Context: an optimization exercise on an open-source flow, tuned for small area. The choices shown serve that exercise and are no tape-out recipe.
The RTL was checked by simulation tests, not by an equivalence proof against the original design.
Power figures rest on the tool's default switching activity, not on a simulated workload. No driver is modelled on the clock port, so clocking that relies on it looks cheaper here than on a real chip.

zinc:
==> flow/design.v <==
`default_nettype none
module serial_link_top (
  input  wire logic       clk,
  input  wire logic       rst_n,
  input  wire logic       rxd,
  input  wire logic [7:0] sw,
  output logic            txd,
  output logic [7:0]      led
);
  localparam logic [3:0] S_SYNC  = 4'd0,
                         S_CMD   = 4'd1,
                         S_ADDR  = 4'd2,
                         S_LEN   = 4'd3,
                         S_DATA  = 4'd4,
                         S_CRC1  = 4'd5,
                         S_CRC2  = 4'd6,
                         S_XWAIT = 4'd7,
                         S_XFER  = 4'd8,
                         T_HDR   = 4'd9,
                         T_DATA  = 4'd10,
                         T_CRC   = 4'd11,
                         T_END   = 4'd12,
                         S_CHK   = 4'd13;
  logic [2047:0] ring;
  logic [127:0]  stg;
  logic [7:0]    pos;
  logic          clr;
  logic [3:0]    state;
  logic [7:0]    cmd;
  logic [7:0]    addr;
  logic [4:0]    len;
  logic [3:0]    k;
  logic          wp;
  logic [15:0]   crc;
  logic [6:0]    m;
  logic [7:0]    sh;
  logic          txq;
  wire [7:0] ring_tap = ring[7:0];
  wire [7:0] st_tap   = stg[7:0];
  wire       idle  = m == 7'd0;
  wire [3:0] bi    = m[6:3];
  wire [2:0] cc    = m[2:0];
  wire       smp   = cc == 3'd7 && bi >= 4'd1 && bi <= 4'd8;
  wire       bend  = m == 7'd82;
  wire       rxb   = m == 7'd72;
  wire       txm   = state >= T_HDR && state <= T_END;
  wire       rx_ok = state <= S_CRC2 || state == T_END;
  wire       is_wr = cmd == 8'h01;
  wire       is_rd = cmd == 8'h02;
  wire [3:0] slot  = addr[3:0] + k;
  wire       hit   = pos[3:0] == slot;
  wire [4:0] k1    = {1'b0, k} + 5'd1;
  wire       last  = k1 == len;
  wire       xact  = (state == S_XWAIT && pos == addr) || state == S_XFER;
  wire       len_ok = sh[7:5] == 3'd0 && sh[4:0] != 5'd0 && (!sh[4] || sh[3:0] == 4'd0);
  wire       st_rx = state == S_DATA && wp && hit;
  wire       tx_go = idle && (state == T_HDR || state == T_CRC || (state == T_DATA && hit));
  wire       rx_go = idle && rx_ok && !rxd;
  logic [7:0] tx_byte;
  always_comb begin
    case (state)
      T_HDR: begin
        case (k[2:0])
          3'd0:    tx_byte = 8'h55;
          3'd1:    tx_byte = cmd;
          3'd2:    tx_byte = addr;
          3'd3:    tx_byte = {3'b000, len};
          default: tx_byte = {7'd0, !(is_wr || is_rd)};
        endcase
      end
      T_DATA:  tx_byte = st_tap;
      default: tx_byte = crc[15:8];
    endcase
  end
  logic [7:0] ring_ins;
  logic [7:0] st_ins;
  always_comb begin
    if (clr)
      ring_ins = 8'h00;
    else if (xact && is_wr && pos != 8'hFF)
      ring_ins = st_tap;
    else
      ring_ins = ring_tap;
    if (st_rx)
      st_ins = sh;
    else if (xact && is_rd)
      st_ins = (pos == 8'hFF) ? sw : ring_tap;
    else
      st_ins = st_tap;
  end
  always_ff @(posedge clk) begin
    ring <= {ring_ins, ring[2047:8]};
    stg  <= {st_ins, stg[127:8]};
  end
  always_ff @(posedge clk) begin
    if (!rst_n) begin
      pos <= 8'd0;
      clr <= 1'b1;
    end else begin
      pos <= pos + 8'd1;
      if (pos == 8'hFF) clr <= 1'b0;
    end
  end
  always_ff @(posedge clk) begin
    if (!rst_n)
      led <= 8'h00;
    else if (xact && is_wr && pos == 8'h00)
      led <= st_tap;
  end
  always_ff @(posedge clk) begin
    if (!rst_n)
      m <= 7'd0;
    else if (rx_go || tx_go)
      m <= 7'd4;
    else if (!idle)
      m <= bend ? 7'd0 : m + 7'd1;
  end
  always_ff @(posedge clk) begin
    if (tx_go)
      sh <= tx_byte;
    else if (smp)
      sh <= {txm ? sh[0] : rxd, sh[7:1]};
  end
  always_ff @(posedge clk) begin
    if (!rst_n)
      txq <= 1'b1;
    else if (tx_go)
      txq <= 1'b0;
    else if (txm && cc == 3'd3 && bi >= 4'd1 && bi <= 4'd9)
      txq <= (bi == 4'd9) ? 1'b1 : sh[0];
  end
  assign txd = txq;
  wire crc_init = state == S_SYNC || state == S_XWAIT || state == S_XFER ||
                  (state == T_HDR && k == 4'd1);
  wire crc_fb   = crc[15] ^ sh[~cc];
  always_ff @(posedge clk) begin
    if (crc_init)
      crc <= 16'hFFFF;
    else if (bi == 4'd9)
      crc <= {crc[14:0], 1'b0} ^ (crc_fb ? 16'h1021 : 16'h0000);
  end
  always_ff @(posedge clk) begin
    if (!rst_n) begin
      state <= S_SYNC;
      wp    <= 1'b0;
    end else begin
      case (state)
        S_SYNC: if (bend && sh == 8'hAA) state <= S_CMD;
        S_CMD: if (bend) begin
          cmd   <= sh;
          state <= S_ADDR;
        end
        S_ADDR: if (bend) begin
          addr  <= sh;
          state <= S_LEN;
        end
        S_LEN: if (bend) begin
          len   <= sh[4:0];
          k     <= 4'd0;
          state <= !len_ok ? S_SYNC : is_wr ? S_DATA : S_CRC1;
        end
        S_DATA: begin
          if (rxb) wp <= 1'b1;
          if (st_rx) begin
            wp <= 1'b0;
            k  <= k + 4'd1;
            if (last) state <= S_CRC1;
          end
        end
        S_CRC1: if (rxb) state <= S_CRC2;
        S_CRC2: if (rxb) state <= S_CHK;
        S_CHK: if (idle) begin
          k     <= 4'd0;
          state <= (crc == 16'h0000) ? S_XWAIT : S_SYNC;
        end
        S_XWAIT, S_XFER: if (xact) begin
          k     <= k + 4'd1;
          state <= S_XFER;
          if (last) begin
            k     <= 4'd0;
            state <= T_HDR;
          end
        end
        T_HDR: if (tx_go) begin
          k <= k + 4'd1;
          if (k == 4'd4) begin
            k     <= 4'd0;
            state <= is_rd ? T_DATA : T_CRC;
          end
        end
        T_DATA: if (tx_go) begin
          k <= k + 4'd1;
          if (last) begin
            k     <= 4'd0;
            state <= T_CRC;
          end
        end
        T_CRC: if (tx_go) begin
          k <= k + 4'd1;
          if (k[0]) state <= T_END;
        end
        T_END: if (idle) state <= S_SYNC;
        default: state <= S_SYNC;
      endcase
    end
  end
endmodule
`default_nettype wire
clock: 10.0 ns
lec_check: 0
abc_area: 1
cap_margin: 20
core_margin: 2
core_utilization: 60
cts_buf_list: sky130_fd_sc_hd__clkbuf_16
cts_cluster_diameter: 80
cts_cluster_size: 36
slew_margin: 20
run.sh (not shown) runs the stock make flow with config.mk's settings and CLKGATE_MAP_FILE= SYNTH_SCRIPT=/design/flow/synth_recipe.tcl, a recipe that flattens the netlist after the stock synthesis.
Here is what was changed in the inputs of violet compared with zinc.
- a deleted CTS_BUF_LIST that had been sky130_fd_sc_hd__clkbuf_16
- a deleted CTS_CLUSTER_DIAMETER that had been 80
- a change of CORE_UTILIZATION from 60 to 70
- a deleted ABC_AREA that had been 1
- a deleted CTS_CLUSTER_SIZE that had been 36
==> flow/flow/run.sh (new file) <==
#!/bin/bash
# Standard layout, with clock tree synthesis told not to add dummy loads and to
# use larger sink clusters of clkbuf_16.
set -euo pipefail
export CTS_ARGS="-sink_clustering_enable -repair_clock_nets -dont_use_dummy_load -buf_list sky130_fd_sc_hd__clkbuf_16 -sink_clustering_size 44 -sink_clustering_max_diameter 50"
bash standard.sh > standard.log 2>&1
==> flow/standard.sh (new file) <==
#!/bin/bash
# synth_recipe.tcl (not shown) runs the flow's synth.tcl, then flattens the netlist and writes it again
# the make line also repeats each setting of config.mk as NAME=value (left out here)
make -C /OpenROAD-flow-scripts/flow DESIGN_CONFIG=/design/flow/config.mk WORK_HOME=/design/flow/orfs CLKGATE_MAP_FILE= SYNTH_SCRIPT=/design/flow/synth_recipe.tcl "${@:-finish}"
removed: flow/run.sh
Notes after the runs:
violet ran to completion and came out clean on the timing, DRC and antenna checks. Multiplexer share of the synthesized area ends up lower on zinc. Re required time of the critical path: zinc was lower than violet. The higher final-layout worst hold slack came out of zinc. Compared with zinc, violet shows register-to-register slack higher by 0.27 ns.
[inputs] pepper vs violet
- CTS_BUF_LIST: unset -> sky130_fd_sc_hd__clkbuf_4 sky130_fd_sc_hd__clkbuf_8
- CORE_UTILIZATION: 70 -> 60
- CTS_CLUSTER_DIAMETER: unset -> 50
- CTS_CLUSTER_SIZE: unset -> 20
==> flow/run.sh (new file) <==
#!/bin/bash
# synth_recipe.tcl (not shown) runs the flow's synth.tcl, then flattens the netlist and writes it again
# the make line also repeats each setting of config.mk as NAME=value (left out here)
make -C /OpenROAD-flow-scripts/flow DESIGN_CONFIG=/design/flow/config.mk WORK_HOME=/design/flow/orfs CLKGATE_MAP_FILE= SYNTH_SCRIPT=/design/flow/synth_recipe.tcl finish
removed: flow/flow/run.sh
removed: flow/standard.sh
[summary]
pepper: done, clean on timing, DRC and antenna. Clock group share of total power ended up 3.7 points lower on pepper than on violet. Delta (pepper minus violet): routed wire length down 31%, register share of the cell area up 0.46 points, largest net degree at the start of global routing down 8.1%, slew of the pin with the lowest slew margin up 0.022 ns. Diff violet -> pepper | internal power | decrease of 5.3%. pepper packs its core looser than violet. pepper vs violet: post-route cell area down slightly.
Changes in amber relative to pepper:
- removing CTS_CLUSTER_SIZE (formerly 20)
- removing CTS_CLUSTER_DIAMETER (formerly 50)
- removing CTS_BUF_LIST (formerly sky130_fd_sc_hd__clkbuf_4 sky130_fd_sc_hd__clkbuf_8)
- changing CORE_UTILIZATION from 60 to 65
[summary]
- Relative to pepper, amber degrades final critical-path required period.
- Re stage delay of the slowest cell on the critical path: amber and pepper aren't equal, and the lower value belongs to pepper.
- Going from pepper to amber, count of cells along the worst register-to-register path shrank by 1, distinct cell type count after synthesis roughly the same, worst setup slack -0.029 ns, via count increased by 1101 relative to the old numbers.
- rst_n as the worst setup path startpoint was reported by amber, and led[6] by pepper.
- Register-to-register slack, amber and pepper: larger value in amber
- Side by side, effective utilization at floorplan turned out higher in amber than in pepper.
- Taking pepper as the reference, in amber global-route wire length before repair went up; overall power of the completed layout shows an increase of about 24%.
The following lists how cedar was set up differently from amber:
- a change of CORE_UTILIZATION from 65 to 60
- an added CTS_BUF_LIST of sky130_fd_sc_hd__clkbuf_16
- an added CTS_CLUSTER_SIZE of 36
- an added CTS_CLUSTER_DIAMETER of 80
### Flow results
Looking at area enclosed by the die boundary, cedar sits above amber.
Compared cedar vs amber, and ratio of final minimum period to clock period is down in cedar.
Diff amber -> cedar | number of vias per cell | down by a few percent
cedar vs. amber: maximum frequency climbed 4.2%; minimum period implied by the final worst setup slack shows a reduction of 0.15 ns; relative slew slack roughly the same; actual transition at the worst max-transition pin saw an increase.
Going from amber to cedar, power share of the clock group moved down, initial cell density of the core -5.0 points.
Inputs modified between cedar and maple:
- CTS_BUF_LIST removed (was sky130_fd_sc_hd__clkbuf_16)
- CTS_CLUSTER_SIZE removed (was 36)
- CORE_UTILIZATION changed from 60 to 40
- CTS_CLUSTER_DIAMETER removed (was 80)
### Flow results
The net switching fraction of the power of maple is lower than that of cedar. Final cell area excluding filler cells delta (maple − cedar): unfavourable. maple — count of cell instances traversed by the critical path 4 higher, cedar as reference. maple has completed all stages; timing, DRC and antenna checks passed. The final layout from cedar, which completed every stage, passed the timing, DRC and antenna checks at the end of the flow.

## port drivers added, routing unchanged
No port has a modelled driver above. Below, the same layouts with a new extraction and two added sets of constraints.
Step 1 assumes that a clkbuf_16 drives the clock port and a buf_2 every other input.
Step 2 adds t to the input delays and takes it off the output delays; t is the mean of the earliest and latest rising clock arrival at the registers after step 1. Input paths then give back, and output paths get back, about the clock's delay inside the block.
Slacks: ideal ports / drivers / drivers and shift; pairs: ideal ports / drivers.
run	shift t [ns]	slack for setup (ns)	hold WS [ns]
zinc	0.708	6.424 / 6.356 / 5.815	0.320 / 0.320 / 0.320
violet	0.742	6.204 / 6.247 / 5.505	0.282 / 0.282 / 0.282
pepper	0.824	6.304 / 6.246 / 5.820	0.299 / 0.299 / 0.299
amber	0.816	6.276 / 6.241 / 5.504	0.292 / 0.292 / 0.292
cedar	0.704	6.427 / 6.364 / 5.793	0.312 / 0.312 / 0.312
maple	0.808	6.366 / 6.335 / 5.597	0.292 / 0.292 / 0.292
After both steps setup and hold are still met in every run listed. The setup slack of amber, which loses most, moves by -0.035 ns with the drivers and by -0.772 ns with both steps.
